From an optimization exercise on the open Yosys and OpenROAD flow, aimed at small area, a short achievable clock period and few clock cycles per item; shortcuts taken in it are not production practice.
Function was not checked in any run shown here: the RTL went through the layout flow alone.

==> flow/design.v, too long to show whole: its modules and the start of the top module <==
// module barrett_mu_div: 112 lines
// module ntt_barrett_modmul: 4437 lines
// module csa_fa: 10 lines
// module csa_han: 9 lines
// module csa_ha: 9 lines
module ntt_barrett_modmul #(
    parameter int unsigned W   = 16,
    parameter int unsigned PW  = 16,
    parameter int unsigned LAT = ntt_barrett_modmul_pkg::PIPE_LAT
) (
    input  logic          clk,
    input  logic          reset,
    input  logic          cfg_load,
    input  logic [W-1:0]  cfg_q,
    output logic          cfg_busy,
    output logic          cfg_err,
    output logic          cfg_ready,
    input  logic          in_valid,
    output logic          in_ready,
    input  logic [W-1:0]  in_a,
    input  logic [W-1:0]  in_w,
    input  logic [PW-1:0] in_pass,
    output logic          out_valid,
    input  logic          out_ready,
    output logic [W-1:0]  out_data,
    output logic [PW-1:0] out_pass
);
  // ...
==> flow/run.sh <==
#!/bin/bash
# synth_recipe.tcl (not shown) runs the flow's synth.tcl, then flattens the netlist and writes it again
# the make line also repeats each setting of config.mk as NAME=value (left out here)
make -C /OpenROAD-flow-scripts/flow DESIGN_CONFIG=/design/flow/config.mk WORK_HOME=/design/flow/orfs CLKGATE_MAP_FILE= SYNTH_SCRIPT=/design/flow/synth_recipe.tcl finish
==> flow/config.mk <==
export PLATFORM = sky130hd
export DESIGN_NAME = ntt_barrett_modmul
export DESIGN_NICKNAME = ntt_barrett_modmul
export VERILOG_FILES = /design/flow/design.v
export SDC_FILE = /design/flow/constraint.sdc
export NUM_CORES = 4
export LEC_CHECK = 0
export CAP_MARGIN = 20
export CORE_MARGIN = 2
export CORE_UTILIZATION = 40
export CTS_BUF_LIST = sky130_fd_sc_hd__clkbuf_4 sky130_fd_sc_hd__clkbuf_8
export SETUP_SLACK_MARGIN = 5
export SLEW_MARGIN = 20
export SYNTH_HIERARCHICAL = 1
export SYNTH_MINIMUM_KEEP_SIZE = 0
==> flow/constraint.sdc <==
create_clock -name core_clock -period 10.0 [get_ports {clk}]
set_input_delay 2.0000 -clock core_clock [delete_from_list [all_inputs] [get_ports {clk}]]
set_output_delay 2.0000 -clock core_clock [all_outputs]
set_load 0.01 [all_outputs]
==> summary.md, run 1 <==
| Metric | Value |
|---|---|
| Final clock-cell share | `3.86%` |
| Initial core utilization | `40.4%` |
| M2 GR Usage | `32.7%` |
| Fin area | `56400 sq um` |
| Postcts setup bufs | `between 50 and 60` |
| Most common cell after layout, fill and taps aside | `fa_1` |
| Clock latency (worst-skew pair) | `0.83 ns` |
| Gr ovfl total | `0` |
| Inverters | `241` |
| Post_cts resized | `26` |
| Hold path endpoint | `xl_q[9]` |
| Slew Viols, Final | `0` |
| Period utilization | `49.6%` |
| H-Tree Depth | `3` |
| CTS tree | `built` |
| Status | `finished clean` |
| Commonest non-fill, non-tap cells in the layout | `fa_1 (785), nand2_1 (592), nor2_1 (584)` |
| Critical path endpoint category | `register` |
| TNS Setup | `0 ns` |
| Tapcell count | `1650` |
| Vias | `33800` |
| Final setup fails | `0` |
| CP peak stage delay | `0.50 ns` |
| Max cap viols | `0` |
| # port buffers | `104` |
| Arr. time, crit path | `5.52 ns` |
| M1 WL | `50300 microns` |
| DRC Markers | `0` |
| Met3 Use GR | `3.44%` |
| Largest net degree at the start of global routing | `~190` |
| GRT met1 Usage | `24.0%` |
| Hold slack | `roughly 0.38 ns` |
==> module barrett_mu_div, before the edit <==
module barrett_mu_div (
    input  logic        clk,
    input  logic        reset,
    input  logic        start,
    input  logic [15:0] q,
    output logic        c_rdy,
    output logic        mu_rdy,
    output logic [15:0] nqn,
    output logic [15:0] cn,
    output logic [17:0] mu,
    output logic [3:0]  sh
);
    logic        busy_q;
    logic [3:0]  cnt_q;
    logic        c_rdy_q;
    logic        mu_rdy_q;
    logic        chave_q;
    logic [15:0] nqn_q;
    logic [15:0] rem_q;
    logic [15:0] c_q;
    logic [17:0] mu_q;
    logic [3:0]  sh_q;
    logic [3:0]  ci_q;
    logic        codd_q;
    logic [3:0]  srem_q;
    logic [15:0] qm1;
    logic [3:0]  msb;
    logic [4:0]  i0;
    logic [18:0] nq19;
    logic [18:0] r2, r4;
    logic [18:0] da, db0, db1;
    logic [18:0] s3, c3;
    logic        qa, qb;
    logic [15:0] rema, remb;
    assign qm1 = q - 16'd1;
    always_comb begin
        msb = 4'd0;
        for (int i = 1; i < 16; i++) begin
            if (qm1[i]) msb = 4'(i);
        end
    end
    assign i0 = 5'd16 - 5'(msb);
    assign nq19 = {3'b111, ~nqn_q};
    assign r2   = {2'b00, rem_q, 1'b0};
    assign r4   = {1'b0, rem_q, 2'b00};
    assign da   = r2 + nq19;                           
    assign db0  = r4 + nq19;                           
    assign s3   = r4 ^ nq19 ^ {nq19[17:0], 1'b0};      
    assign c3   = {(r4[17:0] & nq19[17:0]) | (r4[17:0] & {nq19[16:0], 1'b0})
                   | (nq19[17:0] & {nq19[16:0], 1'b0}), 1'b0};
    assign db1  = s3 + c3;
    assign qa   = !da[18];
    assign rema = qa ? da[15:0] : r2[15:0];
    assign qb   = qa ? !db1[18] : !db0[18];
    assign remb = qa ? (qb ? db1[15:0] : {da[14:0], 1'b0})
                     : (qb ? db0[15:0] : r4[15:0]);
    assign c_rdy  = c_rdy_q;
    assign mu_rdy = mu_rdy_q;
    assign nqn    = nqn_q;
    assign cn     = c_q;
    assign mu     = mu_q;
    assign sh     = sh_q;
    always_ff @(posedge clk or negedge reset) begin
        if (!reset) begin
            busy_q   <= 1'b0;
            cnt_q    <= 4'd0;
            c_rdy_q  <= 1'b0;
            mu_rdy_q <= 1'b0;
            chave_q  <= 1'b0;
        end else if (start) begin
            busy_q   <= 1'b1;
            cnt_q    <= 4'd1;
            c_rdy_q  <= 1'b0;
            mu_rdy_q <= 1'b0;
            chave_q  <= 1'b0;
        end else if (busy_q) begin
            if (cnt_q != 4'd15) cnt_q <= cnt_q + 4'd1;
            if (cnt_q == 4'd9) mu_rdy_q <= 1'b1;
            if (cnt_q == ci_q) begin
                chave_q <= 1'b1;
                if (srem_q == 4'd0) c_rdy_q <= 1'b1;
            end else if (chave_q && srem_q <= 4'd2) begin
                c_rdy_q <= 1'b1;
            end
            if (c_rdy_q && mu_rdy_q) busy_q <= 1'b0;
        end
    end
    always_ff @(posedge clk) begin
        if (start) begin
            nqn_q  <= qm1;
            sh_q   <= msb;
            rem_q  <= 16'd1 << msb;
            ci_q   <= i0[0] ? 4'(i0[4:1] + 5'd1) : 4'(i0[4:1] + 5'd1);
            codd_q <= i0[0];
            srem_q <= 4'd15 - msb;
        end else if (busy_q) begin
            if (cnt_q <= 4'd9) begin
                rem_q <= remb;
                mu_q  <= {mu_q[15:0], qa, qb};
            end
            if (cnt_q == ci_q) begin
                c_q <= codd_q ? ~rema : ~rem_q;
            end else if (chave_q && srem_q >= 4'd2) begin
                c_q    <= {c_q[13:0], 2'b11};
                srem_q <= srem_q - 4'd2;
            end else if (chave_q && srem_q == 4'd1) begin
                c_q    <= {c_q[14:0], 1'b1};
                srem_q <= 4'd0;
            end
        end
    end
endmodule
==> inputs of run 2 (changes only) <==
--- a/flow/design.v
+++ b/flow/design.v
@@ -35,44 +35,36 @@
     logic [17:0] mu_q;
     logic [3:0]  sh_q;
     logic [3:0]  ci_q;
     logic        codd_q;
     logic [3:0]  srem_q;
     logic [15:0] qm1;
     logic [3:0]  msb;
     logic [4:0]  i0;
-    logic [18:0] nq19;
-    logic [18:0] r2, r4;
-    logic [18:0] da, db0, db1;
-    logic [18:0] s3, c3;
+    logic [16:0] rem2a, rem2b;
+    logic [17:0] diffa, diffb;
     logic        qa, qb;
     logic [15:0] rema, remb;
     assign qm1 = q - 16'd1;
     always_comb begin
         msb = 4'd0;
         for (int i = 1; i < 16; i++) begin
             if (qm1[i]) msb = 4'(i);
         end
     end
     assign i0 = 5'd16 - 5'(msb);
-    assign nq19 = {3'b111, ~nqn_q};
-    assign r2   = {2'b00, rem_q, 1'b0};
-    assign r4   = {1'b0, rem_q, 2'b00};
-    assign da   = r2 + nq19;                           
-    assign db0  = r4 + nq19;                           
-    assign s3   = r4 ^ nq19 ^ {nq19[17:0], 1'b0};      
-    assign c3   = {(r4[17:0] & nq19[17:0]) | (r4[17:0] & {nq19[16:0], 1'b0})
-                   | (nq19[17:0] & {nq19[16:0], 1'b0}), 1'b0};
-    assign db1  = s3 + c3;
-    assign qa   = !da[18];
-    assign rema = qa ? da[15:0] : r2[15:0];
-    assign qb   = qa ? !db1[18] : !db0[18];
-    assign remb = qa ? (qb ? db1[15:0] : {da[14:0], 1'b0})
-                     : (qb ? db0[15:0] : r4[15:0]);
+    assign rem2a = {rem_q, 1'b0};
+    assign diffa = {1'b0, rem2a} + {1'b0, 1'b1, ~nqn_q};
+    assign qa    = diffa[17];
+    assign rema  = qa ? diffa[15:0] : rem2a[15:0];
+    assign rem2b = {rema, 1'b0};
+    assign diffb = {1'b0, rem2b} + {1'b0, 1'b1, ~nqn_q};
+    assign qb    = diffb[17];
+    assign remb  = qb ? diffb[15:0] : rem2b[15:0];
     assign c_rdy  = c_rdy_q;
     assign mu_rdy = mu_rdy_q;
     assign nqn    = nqn_q;
     assign cn     = c_q;
     assign mu     = mu_q;
     assign sh     = sh_q;
     always_ff @(posedge clk or negedge reset) begin
         if (!reset) begin
@@ -99,32 +91,34 @@
             if (c_rdy_q && mu_rdy_q) busy_q <= 1'b0;
         end
     end
     always_ff @(posedge clk) begin
         if (start) begin
             nqn_q  <= qm1;
             sh_q   <= msb;
             rem_q  <= 16'd1 << msb;
-            ci_q   <= i0[0] ? 4'(i0[4:1] + 5'd1) : 4'(i0[4:1] + 5'd1);
+            ci_q   <= 4'(i0[4:1] + 4'(i0[0]));
             codd_q <= i0[0];
             srem_q <= 4'd15 - msb;
         end else if (busy_q) begin
-            if (cnt_q <= 4'd9) begin
-                rem_q <= remb;
-                mu_q  <= {mu_q[15:0], qa, qb};
-            end
-            if (cnt_q == ci_q) begin
-                c_q <= codd_q ? ~rema : ~rem_q;
-            end else if (chave_q && srem_q >= 4'd2) begin
-                c_q    <= {c_q[13:0], 2'b11};
-                srem_q <= srem_q - 4'd2;
-            end else if (chave_q && srem_q == 4'd1) begin
-                c_q    <= {c_q[14:0], 1'b1};
-                srem_q <= 4'd0;
+            begin
+                if (cnt_q <= 4'd9) begin
+                    rem_q <= remb;
+                    mu_q  <= {mu_q[15:0], qa, qb};
+                end
+                if (cnt_q == ci_q) begin
+                    c_q <= codd_q ? ~rema : ~remb;
+                end else if (chave_q && srem_q >= 4'd2) begin
+                    c_q    <= {c_q[13:0], 2'b11};
+                    srem_q <= srem_q - 4'd2;
+                end else if (chave_q && srem_q == 4'd1) begin
+                    c_q    <= {c_q[14:0], 1'b1};
+                    srem_q <= 4'd0;
+                end
             end
         end
     end
 endmodule
 module ntt_barrett_modmul #(
     parameter int unsigned W   = 16,
     parameter int unsigned PW  = 16,
     parameter int unsigned LAT = ntt_barrett_modmul_pkg::PIPE_LAT
@@ -2683,26 +2677,21 @@
     logic m4_2506;
     logic m4_2507;
     logic m4_2508;
     logic m4_2509;
     logic m4_2510;
     logic m4_2511;
     logic [18:0] m4_s;
     logic [18:0] m4_c;
-    logic [18:0] nq19;
-    logic [18:0] nq2;
-    logic [18:0] k1_s;
-    logic [18:0] k1_c;
-    logic [18:0] k2_s;
-    logic [18:0] k2_c;
     logic [18:0] r0;
-    logic [18:0] r1;
-    logic [18:0] r2;
+    logic [15:0] addq;
     logic [15:0] res;
+    logic ge1;
+    logic ge2;
     logic [15:0] a_q;
     logic [7:0] wh_q;
     logic [23:0] m0s_q;
     logic [23:0] m0c_q;
     logic [31:0] pn_q;
     logic [31:0] m2s_q;
     logic [31:0] m2c_q;
     logic [31:0] y_q;
@@ -4466,60 +4455,21 @@
     csa_fa u_m4_2500 (.a(m4_2463), .b(m4_2465), .c(m4_2467), .s(m4_2500), .co(m4_2501));
     csa_fa u_m4_2502 (.a(m4_2469), .b(m4_2492), .c(m4_2494), .s(m4_2502), .co(m4_2503));
     csa_fa u_m4_2504 (.a(m4_2496), .b(m4_2498), .c(m4_2471), .s(m4_2504), .co(m4_2505));
     csa_fa u_m4_2506 (.a(m4_2473), .b(m4_2500), .c(m4_2502), .s(m4_2506), .co(m4_2507));
     csa_fa u_m4_2508 (.a(m4_2475), .b(m4_2477), .c(m4_2504), .s(m4_2508), .co(m4_2509));
     csa_fa u_m4_2510 (.a(m4_2506), .b(m4_2479), .c(m4_2508), .s(m4_2510), .co(m4_2511));
     assign m4_s = {m4_2481, m4_2451, m4_2421, m4_2418, m4_2363, m4_2337, m4_2313, m4_2291, m4_2288, m4_2253, m4_2250, m4_2234, m4_2220, m4_2208, m4_2198, m4_2190, m4_2184, xl_q[1], m4_1998};
     assign m4_c = {m4_2510, m4_2480, m4_2450, m4_2420, m4_2390, m4_2362, m4_2336, m4_2312, m4_2290, m4_2270, m4_2252, m4_2236, m4_2222, m4_2210, m4_2200, m4_2192, m4_2186, m4_2182, xl_q[0]};
-    assign nq19 = {3'b111, ~nqn_val};
-    assign nq2  = {2'b11, ~nqn_val, 1'b0};
-    csa_fa u_k1_0 (.a(m4s_q[0]), .b(m4c_q[0]), .c(nq19[0]), .s(k1_s[0]), .co(k1_c[0]));
-    csa_fa u_k2_0 (.a(m4s_q[0]), .b(m4c_q[0]), .c(nq2[0]), .s(k2_s[0]), .co(k2_c[0]));
-    csa_fa u_k1_1 (.a(m4s_q[1]), .b(m4c_q[1]), .c(nq19[1]), .s(k1_s[1]), .co(k1_c[1]));
-    csa_fa u_k2_1 (.a(m4s_q[1]), .b(m4c_q[1]), .c(nq2[1]), .s(k2_s[1]), .co(k2_c[1]));
-    csa_fa u_k1_2 (.a(m4s_q[2]), .b(m4c_q[2]), .c(nq19[2]), .s(k1_s[2]), .co(k1_c[2]));
-    csa_fa u_k2_2 (.a(m4s_q[2]), .b(m4c_q[2]), .c(nq2[2]), .s(k2_s[2]), .co(k2_c[2]));
-    csa_fa u_k1_3 (.a(m4s_q[3]), .b(m4c_q[3]), .c(nq19[3]), .s(k1_s[3]), .co(k1_c[3]));
-    csa_fa u_k2_3 (.a(m4s_q[3]), .b(m4c_q[3]), .c(nq2[3]), .s(k2_s[3]), .co(k2_c[3]));
-    csa_fa u_k1_4 (.a(m4s_q[4]), .b(m4c_q[4]), .c(nq19[4]), .s(k1_s[4]), .co(k1_c[4]));
-    csa_fa u_k2_4 (.a(m4s_q[4]), .b(m4c_q[4]), .c(nq2[4]), .s(k2_s[4]), .co(k2_c[4]));
-    csa_fa u_k1_5 (.a(m4s_q[5]), .b(m4c_q[5]), .c(nq19[5]), .s(k1_s[5]), .co(k1_c[5]));
-    csa_fa u_k2_5 (.a(m4s_q[5]), .b(m4c_q[5]), .c(nq2[5]), .s(k2_s[5]), .co(k2_c[5]));
-    csa_fa u_k1_6 (.a(m4s_q[6]), .b(m4c_q[6]), .c(nq19[6]), .s(k1_s[6]), .co(k1_c[6]));
-    csa_fa u_k2_6 (.a(m4s_q[6]), .b(m4c_q[6]), .c(nq2[6]), .s(k2_s[6]), .co(k2_c[6]));
-    csa_fa u_k1_7 (.a(m4s_q[7]), .b(m4c_q[7]), .c(nq19[7]), .s(k1_s[7]), .co(k1_c[7]));
-    csa_fa u_k2_7 (.a(m4s_q[7]), .b(m4c_q[7]), .c(nq2[7]), .s(k2_s[7]), .co(k2_c[7]));
-    csa_fa u_k1_8 (.a(m4s_q[8]), .b(m4c_q[8]), .c(nq19[8]), .s(k1_s[8]), .co(k1_c[8]));
-    csa_fa u_k2_8 (.a(m4s_q[8]), .b(m4c_q[8]), .c(nq2[8]), .s(k2_s[8]), .co(k2_c[8]));
-    csa_fa u_k1_9 (.a(m4s_q[9]), .b(m4c_q[9]), .c(nq19[9]), .s(k1_s[9]), .co(k1_c[9]));
-    csa_fa u_k2_9 (.a(m4s_q[9]), .b(m4c_q[9]), .c(nq2[9]), .s(k2_s[9]), .co(k2_c[9]));
-    csa_fa u_k1_10 (.a(m4s_q[10]), .b(m4c_q[10]), .c(nq19[10]), .s(k1_s[10]), .co(k1_c[10]));
-    csa_fa u_k2_10 (.a(m4s_q[10]), .b(m4c_q[10]), .c(nq2[10]), .s(k2_s[10]), .co(k2_c[10]));
-    csa_fa u_k1_11 (.a(m4s_q[11]), .b(m4c_q[11]), .c(nq19[11]), .s(k1_s[11]), .co(k1_c[11]));
-    csa_fa u_k2_11 (.a(m4s_q[11]), .b(m4c_q[11]), .c(nq2[11]), .s(k2_s[11]), .co(k2_c[11]));
-    csa_fa u_k1_12 (.a(m4s_q[12]), .b(m4c_q[12]), .c(nq19[12]), .s(k1_s[12]), .co(k1_c[12]));
-    csa_fa u_k2_12 (.a(m4s_q[12]), .b(m4c_q[12]), .c(nq2[12]), .s(k2_s[12]), .co(k2_c[12]));
-    csa_fa u_k1_13 (.a(m4s_q[13]), .b(m4c_q[13]), .c(nq19[13]), .s(k1_s[13]), .co(k1_c[13]));
-    csa_fa u_k2_13 (.a(m4s_q[13]), .b(m4c_q[13]), .c(nq2[13]), .s(k2_s[13]), .co(k2_c[13]));
-    csa_fa u_k1_14 (.a(m4s_q[14]), .b(m4c_q[14]), .c(nq19[14]), .s(k1_s[14]), .co(k1_c[14]));
-    csa_fa u_k2_14 (.a(m4s_q[14]), .b(m4c_q[14]), .c(nq2[14]), .s(k2_s[14]), .co(k2_c[14]));
-    csa_fa u_k1_15 (.a(m4s_q[15]), .b(m4c_q[15]), .c(nq19[15]), .s(k1_s[15]), .co(k1_c[15]));
-    csa_fa u_k2_15 (.a(m4s_q[15]), .b(m4c_q[15]), .c(nq2[15]), .s(k2_s[15]), .co(k2_c[15]));
-    csa_fa u_k1_16 (.a(m4s_q[16]), .b(m4c_q[16]), .c(nq19[16]), .s(k1_s[16]), .co(k1_c[16]));
-    csa_fa u_k2_16 (.a(m4s_q[16]), .b(m4c_q[16]), .c(nq2[16]), .s(k2_s[16]), .co(k2_c[16]));
-    csa_fa u_k1_17 (.a(m4s_q[17]), .b(m4c_q[17]), .c(nq19[17]), .s(k1_s[17]), .co(k1_c[17]));
-    csa_fa u_k2_17 (.a(m4s_q[17]), .b(m4c_q[17]), .c(nq2[17]), .s(k2_s[17]), .co(k2_c[17]));
-    csa_fa u_k1_18 (.a(m4s_q[18]), .b(m4c_q[18]), .c(nq19[18]), .s(k1_s[18]), .co(k1_c[18]));
-    csa_fa u_k2_18 (.a(m4s_q[18]), .b(m4c_q[18]), .c(nq2[18]), .s(k2_s[18]), .co(k2_c[18]));
-    assign r0  = m4s_q + m4c_q;
-        assign r1  = k1_s + {k1_c[17:0], 1'b0};
-        assign r2  = k2_s + {k2_c[17:0], 1'b0};
-        assign res = !r2[18] ? r2[15:0] : (!r1[18] ? r1[15:0] : r0[15:0]);
+    assign r0   = m4s_q + m4c_q;
+    assign ge1  = r0[17:0] > {2'b00, nqn_val};
+    assign ge2  = r0[17:0] > {1'b0, nqn_val, 1'b1};
+    assign addq = ge2 ? {~nqn_val[14:0], 1'b0} : (ge1 ? ~nqn_val : 16'd0);
+    assign res  = r0[15:0] + addq;
     always_ff @(posedge clk or negedge reset) begin
         if (!reset) begin
             cfg_ready_q <= 1'b0;
             cfg_err_q   <= 1'b0;
         end else begin
             cfg_err_q <= cfg_load && !cfg_ok;
             if (cfg_ok) cfg_ready_q <= 1'b1;
         end
==> flow/config.mk (replaced) <==
export PLATFORM = sky130hd
export DESIGN_NAME = ntt_barrett_modmul
export DESIGN_NICKNAME = ntt_barrett_modmul
export VERILOG_FILES = /design/flow/design.v
export SDC_FILE = /design/flow/constraint.sdc
export NUM_CORES = 4
export LEC_CHECK = 0
export CAP_MARGIN = 20
export CORE_MARGIN = 2
export CORE_UTILIZATION = 40
export SETUP_SLACK_MARGIN = 5
export SLEW_MARGIN = 20
export SYNTH_HIERARCHICAL = 1
export SYNTH_MINIMUM_KEEP_SIZE = 0
==> summary.md, run 2 <==
| Metric | Value |
|---|---|
| Status | `finished clean` |
| Slowest cell on crit path | `edfxtp_1` |
| Fmax | `176 MHz` |
| Setup Skew | `0.0256 ns` |
| Mapped Cells | `4311` |
| Wirelength per Cell | `between 20 and 25 microns` |
| Clock latency (worst-skew pair) | `0.65 ns (-0.18 ns)` |
| CP peak stage delay | `0.37 ns (-0.13 ns)` |
| # rows | `128` |
| Area Overhead vs Synth | `14.2%` |
| Non-Filler Instances | `6078` |
| Period utilization | `56.9% (+7.3 points)` |
| Hold Path Class | `register to register` |
| Die footprint | `125000 sq um` |
| Tmin final | `5.69 ns` |
| Syn avg cell area | `11.4 sq um` |
| Placed Instances | `5811` |
| Largest net degree at the start of global routing | `93 (-50%)` |
| Final GP Congestion | `0.901` |
| H-Tree Depth | `3 (unchanged)` |
| Crit path kind | `register to register` |
| Fillers | `11000` |
| # nets final | `5444` |
| Clock root buffer | `clkbuf_16` |
| Initial core utilization | `40.3% (-0.14 points)` |
| Final Hold Fails | `0` |
| Clock sinks | `between 500 and 600` |
| Final setup fails | `0 (unchanged)` |
| Startpoint Class | `register` |
| CTS tree | `built` |
| Drt first pass iters | `5` |
| Most common cell after layout, fill and taps aside | `fa_1` |
| Slew @ Worst Pin | `0.988 ns` |
| Core area | `122000 sq um` |
| Slew Viols, Final | `0 (unchanged)` |
| Num CTS Buffers | `roughly 70` |
| Die width | `~350 microns` |
| IO Count | `106` |
| Tot GR Track Use | `19.8%` |
| Hold path depth | `0` |
| Number of routed nets with antenna violations | `0` |
| Worst slew margin | `34.1%` |
| Initial DRC count | `2512` |
| Gr ovfl total | `0 (unchanged)` |
| # port buffers | `104 (unchanged)` |
| First-pass GRT wire length | `195000 microns` |
| RSZ-0062 raised after global routing | `yes` |
| R2r worst-path depth | `30` |
| WP data required | `10.38 ns` |
| Max Buffers Root-to-Sink | `3` |
| Commonest non-fill, non-tap cells in the layout | `fa_1 (709), nand2_1 (614), nor2_1 (564)` |
| Share of cells above drive strength 1 | `12.2%` |
| Max cap viols | `0 (unchanged)` |
| Number of global-route vias before repair | `34700` |
| Die Span Y | `between 300 and 400 microns` |
| Vias | `33000 (-2.4%)` |
| Clock-pin slew of the registers on the worst-case setup and hold paths | `approximately 0.06 ns` |
| Regs by FF count | `m2s_q x32, pn_q x32, y_q x32` |
| DRC Markers | `0 (unchanged)` |
| Drt total wl | `123000 microns` |
| Ys Warns | `8` |
| Half-perimeter wire length after placement | `88600 microns` |
| Mapped cell area | `~50000 sq um` |
| Arr. time, crit path | `6.07 ns (+0.55 ns)` |
| Hold buffers post-CTS | `0` |
| Critical path endpoint category | `register` |
| Antenna violations before repair | `8` |
| Post-DR vias/cell | `5.43` |
| CP max FO | `8` |
## run 2: per-stage QoR
stage	hold WS [ns]	util [%]	setup WS, ns	TNS (ns)	area, sq um
2_1_floorplan	0.400	-	-2.33	-149.21	49000
3_3_place_gp	0.401	42.2	3.25	0	51300
3_5_place_dp	0.405	42.2	3.18	0	51300
4_1_cts	0.396	45.3	4.32	0	55100
5_1_grt	0.414	46.0	4.01	0	55900
6_report	0.395	46.0	4.31	0	55900
## run 2: timing repair
action / 4_1_cts / 5_1_grt
resized for setup: 120 / 127
setup buffers: 90 / 40
endpoints found under the setup margin: 155 / 78
pin swaps: 44 / 88
cloned: 7 / 2
endpoints found under the hold margin: 0 / 0
## run 2: final timing paths
path,startpoint,to,slack (ns)
setup / recovery,m4s_q[0],out_d_q[15],4.31
hold / removal,xl3_q[12],xl_q[12],0.40
setup reg to reg,m4s_q[0],out_d_q[15],4.31
hold reg to reg,xl3_q[12],xl_q[12],0.40
max in group asynchronous,reset,v_q[0],7.63
min in group asynchronous,reset,u_div.cnt_q[3],1.84
## run 2: layer usage
metal  track usage [%]  share of wire, %
met3              3.39               6.6
met4              6.91               3.6
met5                 0             0.033
met2              33.2                48
met1              25.9                41
## run 2: cell type report
| type | count | area [sq um] | area share (%) |
|---|---|---|---|
| multi-input combinational | 3228 | 31000 | 55.5 |
| sequential | 565 | 16900 | 30.2 |
| timing repair buffer | 280 | 2680 | 4.79 |
| tap | 1625 | 2030 | 3.64 |
| clock buffer | 83 | 1890 | 3.37 |
| inverter | 251 | 946 | 1.69 |
| clock inverter | 44 | 468 | 0.837 |
| timing repair inverter | 1 | 7.51 | 0.0134 |
| antenna | 1 | 2.50 | 0.00447 |
## run 2: worst max-delay path: cells and delay by family, from the launching register on
kind	cells	cell delay (ns)
simple gates	7	1.03
fa+ha+maj	4	0.98
mux	1	0.13
compound gates	13	2.22
flops	1	0.37
xor+xnor	3	0.42
buf+inv	2	0.25
==> inputs of run 3 (changes only) <==
--- a/flow/config.mk
+++ b/flow/config.mk
@@ -7,7 +7,9 @@
 export LEC_CHECK = 0
 export CAP_MARGIN = 20
 export CORE_MARGIN = 2
-export CORE_UTILIZATION = 40
+export CORE_UTILIZATION = 60
+export CTS_BUF_LIST = sky130_fd_sc_hd__clkbuf_4 sky130_fd_sc_hd__clkbuf_8
+export PLACE_DENSITY = 0.75
 export SETUP_SLACK_MARGIN = 5
 export SLEW_MARGIN = 20
 export SYNTH_HIERARCHICAL = 1
==> summary.md, run 3 <==
| Metric | Value |
|---|---|
| Tot GR Track Use | `28.7% (+9.0 points)` |
| Slew Viols, Final | `0 (unchanged)` |
| Drt total wl | `119000 microns (-3.2%)` |
| Mapped Cells | `4311 (unchanged)` |
| Initial DRC count | `2679 (+6.6%)` |
| Max Buffers Root-to-Sink | `3 (unchanged)` |
| Drt first pass iters | `6 (+1)` |
| Status | `finished clean` |
| Vias | `33700 (+2.1%)` |
| RSZ-0062 raised after global routing | `yes` |
| Clock-pin slew of the registers on the worst-case setup and hold paths | `0.06 ns (about the same)` |
| Initial core utilization | `60.7% (+20 points)` |
| Most common cell after layout, fill and taps aside | `fa_1` |
| Final GP Congestion | `0.894 (-0.87%)` |
| Tmin final | `5.82 ns (+0.130 ns)` |
| Clock root buffer | `clkbuf_8` |
| Clock sinks | `565 (unchanged)` |
| WP data required | `10.46 ns (+0.08 ns)` |
| Num CTS Buffers | `95 (+32%)` |
| Crit path kind | `register to register` |
| CTS tree | `built` |
| # rows | `104 (-19%)` |
| Critical path endpoint category | `register` |
| Gr ovfl total | `0 (unchanged)` |
| CP peak stage delay | `0.37 ns (about the same)` |
| Largest net degree at the start of global routing | `181 (+95%)` |
| Reg2Reg Setup Slack | `4.18 ns (-0.13 ns)` |
| Share of cells above drive strength 1 | `13.4% (+1.2 points)` |
| Worst slew margin | `33.9% (-0.18 points)` |
| # nets final | `5458 (+0.26%)` |
| Setup Skew | `0.0513 ns (+0.0257 ns)` |
| Final setup fails | `0 (unchanged)` |
| Number of global-route vias before repair | `35600 (+2.4%)` |
| CP max FO | `8 (unchanged)` |
| Antenna violations before repair | `2 (-6)` |
| Die Span Y | `290 microns (-18%)` |
| Regs by FF count | `m2s_q x32, pn_q x32, y_q x32` |
| H-Tree Depth | `3 (unchanged)` |
| Hold buffers post-CTS | `0 (unchanged)` |
| Clock latency (worst-skew pair) | `0.76 ns (+0.11 ns)` |
| Slowest cell on crit path | `edfxtp_1` |
| Mapped cell area | `49000 sq um (unchanged)` |
| Hold Path Class | `register to register` |
| Startpoint Class | `register` |
| Die width | `290 microns (-18%)` |
| Arr. time, crit path | `6.27 ns (+0.20 ns)` |
| Core area | `80700 sq um (-34%)` |
| Wirelength per Cell | `21.4 microns (+6.1%)` |
| # port buffers | `104 (unchanged)` |
| Syn avg cell area | `11.4 sq um (unchanged)` |
| Period utilization | `58.2% (+1.3 points)` |
| DRC Markers | `0 (unchanged)` |
| Half-perimeter wire length after placement | `85200 microns (-3.9%)` |
| First-pass GRT wire length | `188000 microns (-3.5%)` |
| Fmax | `172 MHz (-2.2%)` |
| Max cap viols | `0 (unchanged)` |
| Number of routed nets with antenna violations | `0 (unchanged)` |
| Final Hold Fails | `0 (unchanged)` |
| IO Count | `106 (unchanged)` |
| Ys Warns | `8 (unchanged)` |
| Fillers | `5761 (-48%)` |
| TNS Setup | `0 ns (unchanged)` |
| Commonest non-fill, non-tap cells in the layout | `fa_1 (704), nand2_1 (614), nor2_1 (563)` |
| Die footprint | `83900 sq um (-33%)` |
| Area Overhead vs Synth | `12.1%` |
| Slew @ Worst Pin | `0.991 ns (+0.00269 ns)` |
| Post-DR vias/cell | `6.07 (+12%)` |
run 3: path summary, 6_finish.rpt:
| check | startpoint | depth (start not counted) | endpoint |
|---|---|---|---|
| max in group asynchronous | reset | 1 | v_q[0] |
| min reg2reg | p6_q[10] | 0 | out_p_q[10] |
| min | p6_q[10] | 0 | out_p_q[10] |
| max reg2reg | m4c_q[0] | 34 | out_d_q[12] |
| min in group asynchronous | reset | 1 | u_div.cnt_q[2] |
| max | m4c_q[0] | 34 | out_d_q[12] |
run 3: routing by layer:
| layer | GRT usage [%] | vias to the layer above | part of all wire, % |
|---|---|---|---|
| met3 | 4.88 | 345 | 8.0 |
| met2 | 49.1 | 1659 | 50 |
| met1 | 37.4 | 16900 | 38 |
| met5 | 0 | - | 0 |
| met4 | 10.2 | 0 | 3.7 |
| li1 | - | 14700 | - |
run 3: critical path, delay by kind of cell (launching register included):
| family | cells | cell delay (ns) |
|---|---|---|
| adders and majority gates | 5 | 1.28 |
| DFF | 1 | 0.37 |
| muxes | 1 | 0.07 |
| and+or+nand+nor | 10 | 1.09 |
| AOI/OAI and AO/OA | 11 | 2.01 |
| xor gates and xnor gates | 2 | 0.25 |
| buffers and inverters | 5 | 0.50 |
run 3: repair_timing:
action | 4_1_cts | 5_1_grt
endpoints found under the hold margin | 0 | 0
resized for setup | 132 | 161
setup endpoints to repair | 64 | 85
pin swaps | 52 | 81
setup buffers | 80 | 52
gates cloned | 4 | 0
run 3: layout make-up:
class	instances	area (sq um)	share of cell area, %
antenna	2	5.00	0.00912
clock buffer	127	1570	2.86
clock inverter	42	447	0.814
inverter	251	946	1.72
multi-input combinational	3228	31200	56.9
sequential	565	16900	30.8
tap	1060	1330	2.42
timing repair buffer	271	2490	4.54
timing repair inverter	1	7.51	0.0137
run 3: metrics by stage:
stage	utilization [%]	hold WS, ns	setup WS [ns]	cells	area (sq um)
CTS	66.6	0.408	4.24	5493	53800
global placement	62.6	0.400	3.17	5240	50500
detailed placement	62.6	0.405	3.03	5240	50500
global route	68.0	0.418	3.96	5547	54900
floorplan	-	0.400	-2.33	4312	49000
finish	68.0	0.412	4.18	5547	54900

-- separate check: timing with driven ports --
No port has a modelled driver above. Below, the same layouts with a new extraction and two added sets of constraints.
Step 1: set_driving_cell puts a clkbuf_16 on clk and a buf_2 on each other input, an assumption about the parent block.
Step 2, shift: input delay + t, output delay - t, t = (earliest + latest rising clock arrival at the registers) / 2. This alone moves slack from input paths to output paths.
a / b / c = no drivers / after step 1 / after step 2; a / b = the first two.
run | t, ns | setup WS [ns] | worst hold slack (ns) | worst register clock-pin slew, ns | worst data-port slew with drivers (ns)
run 1 | 0.865 | 5.039 / 5.039 / 4.351 | 0.384 / 0.384 / 0.384 | 0.08 / 0.08 | 0.05
run 2 | 0.706 | 4.312 / 4.312 / 4.312 | 0.395 / 0.395 / 0.395 | 0.07 / 0.07 | 0.09
run 3 | 0.793 | 4.182 / 4.182 / 4.182 | 0.412 / 0.412 / 0.412 | 0.08 / 0.08 | 0.05
After both steps setup and hold are still met in every run listed. For run 1, which loses most, drivers alone change the setup slack by 0.000 ns; drivers and shift together by -0.688 ns.
